Context: an optimization exercise on an open-source flow, tuned for a short achievable clock period and few clock cycles per item. The choices shown serve that exercise and are no tape-out recipe. In this exercise RTL edits were held to simulation tests only and were not proved equivalent to the original.

[design/flow/config.mk]
export PLATFORM = sky130hd
export DESIGN_NAME = modular_exponentiation
export DESIGN_NICKNAME = modular_exponentiation
export VERILOG_FILES = /design/flow/design.v
export SDC_FILE = /design/flow/constraint.sdc
export NUM_CORES = 4
export LEC_CHECK = 0
export ABC_CLOCK_PERIOD_IN_PS = 3500
export CAP_MARGIN = 20
export CORE_MARGIN = 2
export CORE_UTILIZATION = 40
export SETUP_SLACK_MARGIN = 3.5
export SLEW_MARGIN = 20
export TNS_END_PERCENT = 10
[design/flow/constraint.sdc]
create_clock -name core_clock -period 8.0 [get_ports {clk}]
set_input_delay 1.6000 -clock core_clock [delete_from_list [all_inputs] [get_ports {clk}]]
set_output_delay 1.6000 -clock core_clock [all_outputs]
set_load 0.01 [all_outputs]
[design/flow/design.v]
`default_nettype none
package mexp_pkg;
  localparam int FIELD_BITS = 64;
  localparam int WORD_BITS = 64;
  localparam int CNT_BITS = $clog2(WORD_BITS);
  localparam int CFG_INDEX_BITS = 8;
  typedef logic [FIELD_BITS-1:0] field_t;
  typedef logic [WORD_BITS-1:0] word_t;
  typedef logic [CNT_BITS-1:0] cnt_t;
  typedef logic [CFG_INDEX_BITS-1:0] cfg_index_t;
  localparam cfg_index_t REG_MODULUS = cfg_index_t'(0);
  localparam cfg_index_t REG_POWER = cfg_index_t'(1);
  typedef enum logic [2:0] {
    ST_IDLE,
    ST_REDUCE,
    ST_SCAN,
    ST_MUL_ACC,
    ST_MUL_SQ,
    ST_FINISH
  } state_t;
endpackage
`default_nettype wire
`default_nettype none
module mexp_mulmod (
  input  logic              clk,
  input  logic              rst,
  input  logic              start,
  input  mexp_pkg::word_t   x,
  input  mexp_pkg::word_t   y,
  input  mexp_pkg::word_t   m,
  output logic              done,
  output mexp_pkg::word_t   product
);
  logic  busy;
  mexp_pkg::word_t acc;
  mexp_pkg::word_t addend;
  mexp_pkg::word_t mult;
  function automatic mexp_pkg::word_t add_mod(input mexp_pkg::word_t a, input mexp_pkg::word_t b,
                                               input mexp_pkg::word_t md);
    logic [mexp_pkg::WORD_BITS:0] sum;
    logic [mexp_pkg::WORD_BITS:0] diff;
    sum = {1'b0, a} + {1'b0, b};
    diff = sum - {1'b0, md};
    if (sum >= {1'b0, md}) begin
      add_mod = diff[mexp_pkg::WORD_BITS-1:0];
    end else begin
      add_mod = sum[mexp_pkg::WORD_BITS-1:0];
    end
  endfunction
  assign done = busy && (mult == '0);
  assign product = acc;
  always_ff @(posedge clk) begin
    if (rst) begin
      busy <= 1'b0;
    end else if (start) begin
      busy <= 1'b1;
    end else if (done) begin
      busy <= 1'b0;
    end
  end
  always_ff @(posedge clk) begin
    if (start) begin
      acc <= '0;
      addend <= x;
      mult <= y;
    end else if (busy && (mult != '0)) begin
      if (mult[0]) begin
        acc <= add_mod(acc, addend, m);
      end
      addend <= add_mod(addend, addend, m);
      mult <= mult >> 1;
    end
  end
endmodule
`default_nettype wire
`default_nettype none
module modular_exponentiation (
  input  logic                  clk,
  input  logic                  rst,
  input  logic                  cfg_valid,
  output logic                  cfg_ready,
  input  mexp_pkg::cfg_index_t  cfg_index,
  input  mexp_pkg::field_t      cfg_data,
  input  logic                  operand_valid,
  output logic                  operand_ready,
  input  mexp_pkg::field_t      operand_base_value,
  output logic                  result_valid,
  input  logic                  result_ready,
  output mexp_pkg::field_t      result_residue
);
  localparam int NENG = 4;
  mexp_pkg::field_t modulus;
  mexp_pkg::field_t power;
  assign cfg_ready = 1'b1;
  always_ff @(posedge clk) begin
    if (rst) begin
      modulus <= mexp_pkg::field_t'(1);
      power <= '0;
    end else if (cfg_valid && cfg_ready) begin
      if (cfg_index == mexp_pkg::REG_MODULUS) begin
        modulus <= cfg_data;
      end else if (cfg_index == mexp_pkg::REG_POWER) begin
        power <= cfg_data;
      end
    end
  end
  logic [1:0]       in_ptr;
  logic [1:0]       out_ptr;
  logic [NENG-1:0]  e_idle;
  logic [NENG-1:0]  e_done;
  logic [NENG-1:0]  e_start;
  logic [NENG-1:0]  e_ack;
  mexp_pkg::word_t  e_res [0:NENG-1];
  logic             take;
  logic             out_load;
  logic             res_valid;
  mexp_pkg::field_t res_data;
  assign operand_ready = e_idle[in_ptr];
  assign take = operand_valid && operand_ready;
  assign out_load = e_done[out_ptr] && (!res_valid || result_ready);
  for (genvar i = 0; i < NENG; i++) begin : g_eng
    assign e_start[i] = take && (in_ptr == 2'(i));
    assign e_ack[i] = out_load && (out_ptr == 2'(i));
    mexp_engine u_eng (
      .clk     (clk),
      .rst     (rst),
      .start   (e_start[i]),
      .base    (operand_base_value[mexp_pkg::WORD_BITS-1:0]),
      .modulus (modulus[mexp_pkg::WORD_BITS-1:0]),
      .power   (power[mexp_pkg::WORD_BITS-1:0]),
      .idle    (e_idle[i]),
      .done    (e_done[i]),
      .ack     (e_ack[i]),
      .result  (e_res[i])
    );
  end
  always_ff @(posedge clk) begin
    if (rst) begin
      in_ptr <= '0;
      out_ptr <= '0;
      res_valid <= 1'b0;
    end else begin
      if (take) begin
        in_ptr <= in_ptr + 2'd1;
      end
      if (out_load) begin
        out_ptr <= out_ptr + 2'd1;
        res_valid <= 1'b1;
      end else if (result_ready) begin
        res_valid <= 1'b0;
      end
    end
  end
  always_ff @(posedge clk) begin
    if (out_load) begin
      res_data <= mexp_pkg::field_t'(e_res[out_ptr]);
    end
  end
  assign result_valid = res_valid;
  assign result_residue = res_data;
endmodule
module mexp_engine (
  input  logic            clk,
  input  logic            rst,
  input  logic            start,
  input  mexp_pkg::word_t base,
  input  mexp_pkg::word_t modulus,
  input  mexp_pkg::word_t power,
  output logic            idle,
  output logic            done,
  input  logic            ack,
  output mexp_pkg::word_t result
);
  mexp_pkg::state_t state;
  mexp_pkg::state_t state_next;
  mexp_pkg::word_t m_op;
  mexp_pkg::word_t e_op;
  mexp_pkg::word_t bshift;
  mexp_pkg::word_t rem;
  mexp_pkg::word_t acc;
  mexp_pkg::word_t sq;
  mexp_pkg::cnt_t  cnt;
  logic  mul_start;
  mexp_pkg::word_t mul_x;
  mexp_pkg::word_t mul_y;
  logic  mul_done;
  mexp_pkg::word_t mul_product;
  logic               mod_small;
  logic [mexp_pkg::WORD_BITS:0] rem_shift;
  logic [mexp_pkg::WORD_BITS:0] rem_diff;
  mexp_pkg::word_t              rem_next;
  assign mod_small = (modulus[mexp_pkg::WORD_BITS-1:1] == '0);
  assign idle = (state == mexp_pkg::ST_IDLE);
  assign done = (state == mexp_pkg::ST_FINISH);
  assign result = acc;
  assign rem_shift = {rem, bshift[mexp_pkg::WORD_BITS-1]};
  assign rem_diff = rem_shift - {1'b0, m_op};
  assign rem_next = (rem_shift >= {1'b0, m_op}) ? rem_diff[mexp_pkg::WORD_BITS-1:0]
                                                : rem_shift[mexp_pkg::WORD_BITS-1:0];
  always_comb begin
    state_next = state;
    unique case (state)
      mexp_pkg::ST_IDLE: begin
        if (start) begin
          state_next = mod_small ? mexp_pkg::ST_FINISH : mexp_pkg::ST_REDUCE;
        end
      end
      mexp_pkg::ST_REDUCE: begin
        if (cnt == '0) begin
          state_next = mexp_pkg::ST_SCAN;
        end
      end
      mexp_pkg::ST_SCAN: begin
        if (e_op == '0) begin
          state_next = mexp_pkg::ST_FINISH;
        end else if (e_op[0]) begin
          state_next = mexp_pkg::ST_MUL_ACC;
        end else begin
          state_next = mexp_pkg::ST_MUL_SQ;
        end
      end
      mexp_pkg::ST_MUL_ACC: begin
        if (mul_done) begin
          state_next = mexp_pkg::ST_MUL_SQ;
        end
      end
      mexp_pkg::ST_MUL_SQ: begin
        if (mul_done) begin
          state_next = mexp_pkg::ST_SCAN;
        end
      end
      mexp_pkg::ST_FINISH: begin
        if (ack) begin
          state_next = mexp_pkg::ST_IDLE;
        end
      end
      default: state_next = mexp_pkg::ST_IDLE;
    endcase
  end
  always_comb begin
    mul_start = 1'b0;
    mul_x = sq;
    mul_y = sq;
    unique case (state)
      mexp_pkg::ST_SCAN: begin
        if (e_op != '0) begin
          mul_start = 1'b1;
          if (e_op[0]) begin
            mul_x = acc;
          end
        end
      end
      mexp_pkg::ST_MUL_ACC: mul_start = mul_done;
      mexp_pkg::ST_IDLE, mexp_pkg::ST_REDUCE, mexp_pkg::ST_MUL_SQ, mexp_pkg::ST_FINISH: begin
      end
      default: begin
      end
    endcase
  end
  always_ff @(posedge clk) begin
    if (rst) begin
      state <= mexp_pkg::ST_IDLE;
    end else begin
      state <= state_next;
    end
  end
  always_ff @(posedge clk) begin
    unique case (state)
      mexp_pkg::ST_IDLE: begin
        if (start) begin
          m_op <= modulus;
          e_op <= power;
          bshift <= base;
          rem <= '0;
          cnt <= mexp_pkg::cnt_t'(mexp_pkg::WORD_BITS - 1);
          acc <= '0;
        end
      end
      mexp_pkg::ST_REDUCE: begin
        rem <= rem_next;
        bshift <= bshift << 1;
        cnt <= cnt - mexp_pkg::cnt_t'(1);
        if (cnt == '0) begin
          sq <= rem_next;
          acc <= mexp_pkg::word_t'(1);
        end
      end
      mexp_pkg::ST_MUL_ACC: begin
        if (mul_done) begin
          acc <= mul_product;
        end
      end
      mexp_pkg::ST_MUL_SQ: begin
        if (mul_done) begin
          sq <= mul_product;
          e_op <= e_op >> 1;
        end
      end
      mexp_pkg::ST_SCAN, mexp_pkg::ST_FINISH: begin
      end
      default: begin
      end
    endcase
  end
  mexp_mulmod u_mulmod (
    .clk     (clk),
    .rst     (rst),
    .start   (mul_start),
    .x       (mul_x),
    .y       (mul_y),
    .m       (m_op),
    .done    (mul_done),
    .product (mul_product)
  );
endmodule
`default_nettype wire
[design/flow/run.sh]
#!/bin/bash
# synth_recipe.tcl (not shown) runs the flow's synth.tcl, then flattens the netlist and writes it again
# the make line also repeats each setting of config.mk as NAME=value (left out here)
make -C /OpenROAD-flow-scripts/flow DESIGN_CONFIG=/design/flow/config.mk WORK_HOME=/design/flow/orfs CLKGATE_MAP_FILE= SYNTH_SCRIPT=/design/flow/synth_recipe.tcl finish
==> impl_metrics.json, run 1 <==
{
  "run_status": "finished clean",
  "timing.final.setup_violations": 0,
  "number_of_flops_mapped_to_enable_cells_by_yosys": 2136,
  "finalSetupTns_ns": 0,
  "dp.final_hpwl_microns": 508400,
  "synth_area_sq_um": 167300,
  "crit_path_end_kind": "flop",
  "worst-setup-path-type": "flop to flop",
  "gp_congestion": 1.039,
  "hold_viol": 0,
  "worstHoldPathType": "flop to flop",
  "top_level_pins": 208,
  "worst_skew_pair.late_latency_ns": 0.99,
  "syn-instance-count": 18652,
  "ant_nets": 0,
  "via_per_inst": 6.141,
  "die-area_sq_um": 423400,
  "design.final.nets": 20093,
  "holdBufCountCts": 0,
  "rr_startpoint": "g_eng[3].u_eng.u_mulmod.addend[0]$_DFFE_PP_",
  "number_of_distinct_library_cells_after_synthesis": 118,
  "slew_of_the_pin_with_the_lowest_slew_margin_ns": 1.324,
  "syn_avg_cell_area_sq_um": 8.969,
  "clock-root-buffer": "sky130_fd_sc_hd__clkbuf_16",
  "place_ws_ns": 0.5170,
  "cts.sinks": 2541,
  "period_needed_ns": 6.700,
  "cts_tree": "built",
  "die_x_microns": 650.7,
  "core_area_sq_um": 416600,
  "placement.io_buffers": 206,
  "postSynth.topFlopCell": "sky130_fd_sc_hd__edfxtp_1",
  "cp-startpoint": "g_eng[3].u_eng.u_mulmod.addend[0]$_DFFE_PP_",
  "synth_sequential_area_ratio": 0.4319,
  "timing.fmax_mhz": 149.2,
  "most_frequent_cells_in_the_layout": "3704 x sky130_fd_sc_hd__nand2_1, 2136 x sky130_fd_sc_hd__edfxtp_1, 1561 x sky130_fd_sc_hd__a21oi_1, 1199 x sky130_fd_sc_hd__nor2_1, 911 x sky130_fd_sc_hd__ha_1",
  "detailedRoute.firstPassIterationCount": 10,
  "synthToLayoutAreaGrowth_pct": 17.27,
  "start_util": 0.4015,
  "antenna_violations_before_repair": 74,
  "synth_nets": 19850,
  "drt_iter0_markers": 19087,
  "critPathRequiredTime_ns": 8.76,
  "drv_cap": 0,
  "min-delay-start": "g_eng[1].u_eng.bshift[59]$_DFFE_PP_",
  "cts_htree_levels": 5,
  "fin_ws_ns": 1.300,
  "fin_worst_skew_ns": 0.08725,
  "die_h_microns": 650.7,
  "final_max_slew_viol_count": 0,
  "synth.area.top_cells": "sky130_fd_sc_hd__edfxtp_1 38%, sky130_fd_sc_hd__nand2_1 8.6%, sky130_fd_sc_hd__ha_1 7.8%",
  "worst_ep_arrival_time_ns": 7.46,
  "grtUsageTotal": 0.3141,
  "cts_buffer_depth": 4,
  "grt_start_max_net_pins": 137,
  "via_count": 152078,
  "final.period_utilization": 0.8375,
  "slew_headroom": 0.1090,
  "critical_path_peak_fanout": 8,
  "crit_path_max_incr_delay_ns": 0.54,
  "cts_made_buffers": 309,
  "grt_overflow_total": 0,
  "clkTransAtPathRegs_ns": 0.06,
  "timing.critical_path.from_type": "flop",
  "via_count_of_the_first_global_routing_pass": 137926,
  "crit_path_top_delay_cell": "sky130_fd_sc_hd__or4_4",
  "yosysTopAreaCellShare": 0.3834,
  "wl_microns": 701500,
  "routedWlPerCell_microns": 28.33,
  "synth_warnings": 4,
  "grt_setup_unrepaired": "true",
  "placementRows": 237,
  "yosysTopAreaCell": "sky130_fd_sc_hd__edfxtp_1",
  "grt_first_pass_wirelength_microns": 984400,
  "ys_seq_elements": 2541,
  "fraction_of_registers_with_async_set_or_reset_after_synthesis": 0,
  "post-route-drc-count": 0,
  "cpMostUsedCell": "sky130_fd_sc_hd__or4_4",
  "drive_above_1_share": 0.1180,
  "layout.cells.most_common": "sky130_fd_sc_hd__nand2_1"
}
==> worst max-delay path, delay by kind of cell (launching register included) <==
kind	cells	cell delay, ns
AND/OR/NAND/NOR	10	2.45
XOR/XNOR	1	0.19
adder cells (fa/ha/maj)	3	0.87
flip-flops	1	0.45
AO/OA/AOI/OAI	11	1.92
buffers and inverters	4	0.64
==> cells by family (layout without fill, tap and decap cells) <==
family / Yosys count / count (layout) / share of synthesized area
AOI/OAI and AO/OA: 4986 / 4988 / 0.1880
xor gates and xnor gates: 940 / 940 / 0.04921
adders and majority gates: 1057 / 1057 / 0.07978
buffers and inverters: 1588 / 2070 / 0.03730
DFF: 2541 / 2541 / 0.4319
muxes: 437 / 437 / 0.02648
other: 1 / 123 / 0.00002242
and+or+nand+nor: 7102 / 7111 / 0.1873
==> layout make-up <==
type	count	area [sq um]
timing repair buffer	905	9355
clock buffer	377	8304
inverter	604	2280
fill	39560	220500
clock inverter	184	1852
antenna	122	305.3
tap	5497	6878
multi-input combinational	14534	94930
sequential	2541	72270
==> layer usage <==
metal	wire length (microns)	GRT usage	up-vias	part of all wire
met1	281600	0.4202	73400	0.40
li1	-	-	68260	-
met2	293200	0.4543	8694	0.42
met5	192	0	-	0.00027
met3	77710	0.07833	1698	0.11
met4	48820	0.1948	26	0.070
==> metrics by stage <==
stage | area, sq um | instances | hold slack [ns] | util
2_1_floorplan | 167300 | 18652 | 0.4570 | -
3_3_place_gp | 175200 | 23651 | 0.4746 | 0.4206
3_5_place_dp | 175300 | 23656 | 0.4805 | 0.4207
4_1_cts | 190800 | 24458 | 0.4224 | 0.4580
5_1_grt | 195900 | 24661 | 0.4513 | 0.4702
6_report | 196200 | 24764 | 0.4476 | 0.4709
==> what timing repair did <==
action | in CTS | in global routing
setup buffers | 200 | 168
endpoints found under the setup margin | 2099 | 2489
gates resized for setup | 625 | 731
pin swaps | 388 | 361
hold endpoints to repair | 0 | 0
gates cloned | 41 | 13
==> registers in the layout, indices dropped and copies added (netlist names) <==
register	cells
g_eng.u_eng.acc	256
g_eng.u_eng.bshift	256
g_eng.u_eng.e_op	256
g_eng.u_eng.m_op	256
g_eng.u_eng.rem	256
g_eng.u_eng.sq	256
g_eng.u_eng.u_mulmod.acc	256
g_eng.u_eng.u_mulmod.addend	256
g_eng.u_eng.u_mulmod.mult	256
modulus	64
power	64
res_data	64
g_eng.u_eng.cnt	24
g_eng.u_eng.state	12
g_eng.u_eng.u_mulmod.busy	4
in_ptr	2
out_ptr	2
res_valid	1
==> path summary, 6_finish.rpt <==
check	end	depth (start not counted)	slack [ns]
max	g_eng[3].u_eng.u_mulmod.acc[36]$_SDFFE_PP0P_	29	1.30
min	g_eng[1].u_eng.bshift[60]$_DFFE_PP_	2	0.45
max reg2reg	g_eng[3].u_eng.u_mulmod.acc[36]$_SDFFE_PP0P_	29	1.30
min reg2reg	g_eng[1].u_eng.bshift[60]$_DFFE_PP_	2	0.45
==> synthesized netlist by cell type, types with 122 or more instances <==
cell	number
sky130_fd_sc_hd__a21oi_1	1742
sky130_fd_sc_hd__o211ai_1	122
sky130_fd_sc_hd__mux2i_1	410
sky130_fd_sc_hd__nand4_1	231
sky130_fd_sc_hd__dfxtp_1	405
sky130_fd_sc_hd__ha_1	1041
sky130_fd_sc_hd__nor4_1	189
sky130_fd_sc_hd__a211oi_1	318
sky130_fd_sc_hd__nand2_1	3821
sky130_fd_sc_hd__xnor2_1	634
sky130_fd_sc_hd__nor2_1	1295
sky130_fd_sc_hd__clkbuf_1	847
sky130_fd_sc_hd__xor2_1	306
sky130_fd_sc_hd__o21ai_0	843
sky130_fd_sc_hd__o21a_1	135
sky130_fd_sc_hd__inv_1	603
sky130_fd_sc_hd__o21bai_1	170
sky130_fd_sc_hd__nor2b_1	306
sky130_fd_sc_hd__edfxtp_1	2136
sky130_fd_sc_hd__nor3_1	188
sky130_fd_sc_hd__and3_1	371
sky130_fd_sc_hd__a31oi_1	265
sky130_fd_sc_hd__nand3_1	265
sky130_fd_sc_hd__a21o_1	678
Testbench counts, summed over its fixed seeds: cycles 201,022, items 128.
==> run 2, diff against run 1 <==
--- a/design/flow/design.v
+++ b/design/flow/design.v
@@ -58,17 +58,19 @@
       busy <= 1'b0;
     end
   end
+  mexp_pkg::word_t addend2;
+  mexp_pkg::word_t acc1;
+  assign addend2 = add_mod(addend, addend, m);
+  assign acc1 = mult[0] ? add_mod(acc, addend, m) : acc;
   always_ff @(posedge clk) begin
     if (start) begin
       acc <= '0;
       addend <= x;
       mult <= y;
     end else if (busy && (mult != '0)) begin
-      if (mult[0]) begin
-        acc <= add_mod(acc, addend, m);
-      end
-      addend <= add_mod(addend, addend, m);
-      mult <= mult >> 1;
+      acc <= mult[1] ? add_mod(acc1, addend2, m) : acc1;
+      addend <= add_mod(addend2, addend2, m);
+      mult <= mult >> 2;
     end
   end
 endmodule
==> impl_metrics.json, run 2 <==
{
  "synth.most_common_cell": "sky130_fd_sc_hd__nand2_1",
  "antenna_violations_before_repair": 149,
  "placement.io_buffers": 206,
  "holdBufCountCts": 0,
  "worst-r2r-cell-count": 55,
  "worst_skew_pair.late_latency_ns": 1.09,
  "synthToLayoutAreaGrowth_pct": 41.30,
  "rr_endpoint": "g_eng[0].u_eng.u_mulmod.acc[5]$_SDFFE_PP0P_",
  "top_cell_types_by_occurrence_after_synthesis": "4410 x sky130_fd_sc_hd__nand2_1, 2845 x sky130_fd_sc_hd__a21oi_1, 2136 x sky130_fd_sc_hd__edfxtp_1",
  "worst_ep_arrival_time_ns": 13.27,
  "synth_sequential_area_ratio": 0.3267,
  "hold-path-cell-count": 2,
  "ant_nets": 0,
  "min-delay-start": "g_eng[2].u_eng.sq[34]$_DFFE_PP_",
  "crit_path_end_kind": "flop",
  "crit_path_top_delay_cell": "sky130_fd_sc_hd__or4_4",
  "grt_start_max_net_pins": 167,
  "holdWs_ns": 0.4731,
  "critPathRequiredTime_ns": 8.92,
  "clock-root-buffer": "sky130_fd_sc_hd__clkbuf_16",
  "worstHoldPathType": "flop to flop",
  "dp.final_hpwl_microns": 986500,
  "met3RoutedLength_microns": 142200,
  "met1_wirelength_microns": 483700,
  "grt_overflow_total": 0,
  "layout.cells.most_common": "sky130_fd_sc_hd__buf_4",
  "post-route-drc-count": 0,
  "yosysTopAreaCell": "sky130_fd_sc_hd__edfxtp_1",
  "fin_ws_ns": -4.349,
  "drt_iter0_markers": 32417,
  "fraction_of_registers_with_async_set_or_reset_after_synthesis": 0,
  "wl_microns": 1230000,
  "top_level_pins": 208,
  "gp_congestion": 1.081,
  "period_needed_ns": 12.35,
  "syn-instance-count": 26899,
  "synth_warnings": 4,
  "layout.failed_checks": "setup timing",
  "final.period_utilization": 1.544,
  "grt_first_pass_wirelength_microns": 1692000,
  "cts_tree": "built",
  "start_util": 0.4009,
  "detailedRoute.firstPassIterationCount": 9,
  "wl_met2_microns": 500500,
  "timing.fmax_mhz": 80.98,
  "top_signal_layer_used": "met5",
  "placed_cell_area_sq_um": 289800,
  "rr_startpoint": "g_eng[0].u_eng.u_mulmod.addend[1]$_DFFE_PP_",
  "die-area_sq_um": 558900,
  "slew_of_the_pin_with_the_lowest_slew_margin_ns": 1.352,
  "synth.area.top_cells": "sky130_fd_sc_hd__edfxtp_1 29%, sky130_fd_sc_hd__ha_1 10%, sky130_fd_sc_hd__nand2_1 7.5%",
  "via_count": 251061,
  "cts_buffer_depth": 4,
  "syn_avg_cell_area_sq_um": 8.222,
  "die_h_microns": 747.6,
  "core_area_sq_um": 551600,
  "drv_cap": 0,
  "clkTransAtPathRegs_ns": 0.07,
  "grt_setup_unrepaired": "true",
  "cts_made_buffers": 326,
  "cts_htree_levels": 5,
  "cts.sinks": 2541,
  "number_of_flops_mapped_to_enable_cells_by_yosys": 2136,
  "grtUsageTotal": 0.4187,
  "min_delay_worst_endpoint": "g_eng[2].u_eng.u_mulmod.mult[34]$_DFFE_PP_",
  "timing.critical_path.from_type": "flop",
  "routedWlPerCell_microns": 29.20,
  "final_design_area_no_fill_sq_um": 312500,
  "ys_seq_elements": 2541,
  "synth_area_sq_um": 221200,
  "final_max_slew_viol_count": 0,
  "synth_nets": 28869,
  "number_of_distinct_library_cells_after_synthesis": 121,
  "slew_headroom": 0.09886,
  "crit_path_max_incr_delay_ns": 0.69,
  "yosysTopAreaCellShare": 0.2900,
  "fin_worst_skew_ns": 0.1139,
  "postSynth.topFlopCell": "sky130_fd_sc_hd__edfxtp_1",
  "most_frequent_cells_in_the_layout": "7991 x sky130_fd_sc_hd__buf_4, 4298 x sky130_fd_sc_hd__nand2_1, 2671 x sky130_fd_sc_hd__a21oi_1, 2136 x sky130_fd_sc_hd__edfxtp_1, 1885 x sky130_fd_sc_hd__nor2_1",
  "hold_viol": 0,
  "design.final.nets": 36369,
  "via_per_inst": 5.957,
  "worst-setup-path-type": "flop to flop",
  "run_status": "failed layout checks",
  "die_x_microns": 747.6,
  "drive_above_1_share": 0.2974,
  "placementRows": 273,
  "ff2ff_setup_slack_ns": -4.35,
  "timing.final.setup_violations": 512,
  "critical_path_peak_fanout": 7,
  "via_count_of_the_first_global_routing_pass": 232604
}
run 2: cell types whose count changed in the layout (fill, tap and decap cells not counted), sizes merged, moves of 330 or more:
cell | previous run | this run
buf | 692 | 8401
a21oi | 1746 | 2847
ha | 1041 | 1805
nor2 | 1296 | 1990
o21ai | 903 | 1560
nand2 | 3831 | 4410
a21o | 678 | 1119
xor2 | 306 | 646
xnor2 | 634 | 964
run 2: per-layer routing:
metal  vias to the layer above  track usage
met1                    120105       0.5401
met4                        44       0.3056
met3                      2815       0.1166
met5                         -            0
met2                     13957       0.5974
li1                     114140            -
run 2: how the worst max path moves through the flow:
stage | start | to | slack, ns
floorplan | g_eng[3].u_eng.u_mulmod.addend[12]$_DFFE_PP_ | g_eng[3].u_eng.u_mulmod.acc[51]$_SDFFE_PP0P_ | -2.36
global placement | g_eng[0].u_eng.u_mulmod.addend[0]$_DFFE_PP_ | g_eng[0].u_eng.u_mulmod.acc[8]$_SDFFE_PP0P_ | -6.30
detailed placement | g_eng[0].u_eng.u_mulmod.addend[0]$_DFFE_PP_ | g_eng[0].u_eng.u_mulmod.acc[4]$_SDFFE_PP0P_ | -5.82
CTS | g_eng[0].u_eng.u_mulmod.addend[1]$_DFFE_PP_ | g_eng[0].u_eng.u_mulmod.acc[50]$_SDFFE_PP0P_ | -4.12
global route | g_eng[0].u_eng.u_mulmod.addend[1]$_DFFE_PP_ | g_eng[0].u_eng.u_mulmod.acc[59]$_SDFFE_PP0P_ | -4.55
finish | g_eng[0].u_eng.u_mulmod.addend[1]$_DFFE_PP_ | g_eng[0].u_eng.u_mulmod.acc[5]$_SDFFE_PP0P_ | -4.35
run 2: cell families (layout without fill, tap and decap cells):
family	after synthesis	count (layout)	share of synthesized area
other	1	181	0.00001696
AO/OA/AOI/OAI	8402	8403	0.2410
XOR/XNOR	1610	1610	0.06376
AND/OR/NAND/NOR	9637	9638	0.1969
multiplexers	572	572	0.02650
flip-flops	2541	2541	0.3267
adder cells (fa/ha/maj)	1829	1829	0.1043
buffers and inverters	2307	10082	0.04089
run 2: worst max-delay path: cells and delay by family, from the launching register on:
family | cells | cell delay (ns)
compound gates | 31 | 5.81
xor+xnor | 2 | 0.25
buf+inv | 11 | 1.71
fa+ha+maj | 4 | 1.24
simple gates | 7 | 2.65
flops | 1 | 0.48
run 2: metrics by stage:
step,setup TNS (ns),std cells,util,setup WS (ns)
after floorplan,-548.07,26899,-,-2.361
after global placement,-1346.67,40878,0.5252,-6.302
after detailed placement,-1327.79,40888,0.5254,-5.823
after CTS,-1102.29,41833,0.5579,-4.122
after global routing,-1325.49,42012,0.5659,-4.554
final,-1170.67,42143,0.5665,-4.349
run 2: area by class of cell:
cell class	count	area [sq um]
Clock buffer	415	8792
Multi-Input combinational cell	22053	147300
Sequential cell	2541	72260
Clock inverter	190	2263
Timing Repair Buffer	8616	69090
Tap cell	7287	9117
Antenna cell	180	450.4
Fill cell	50883	239100
Inverter	861	3252
run 2: repair_timing:
action | 4_1_cts | 5_1_grt
gates cloned | 27 | 5
gates resized for setup | 804 | 661
setup endpoints to repair | 2848 | 2973
pin swaps | 411 | 376
setup buffers | 313 | 117
hold endpoints to repair | 0 | 0
Testbench counts of run 2, summed over its fixed seeds: cycles 104,967, items 128.

==> what the ideal ports hide <==
In the flow no input, the clock included, has a driving cell. The finished layouts below were timed again as built, in two steps. Step 1 (the two cells are an assumption about what drives the block):
set clk [get_ports {clk}]
set_driving_cell -lib_cell sky130_fd_sc_hd__clkbuf_16 $clk
set_driving_cell -lib_cell sky130_fd_sc_hd__buf_2 [delete_from_list [all_inputs] $clk]
Step 2 also shifts input and output timing later by t, the mid clock arrival at the registers, as if the neighbouring blocks saw the same clock. Three values: no drivers, after step 1, after step 2; two values: the first two.
run	t (ns)	slack for setup (ns)	slew at the worst register clock pin (ns)
run 1	1.071	1.300 / 1.300 / 1.300	0.07 / 0.07
run 2	1.179	-4.349 / -4.349 / -4.349	0.07 / 0.07
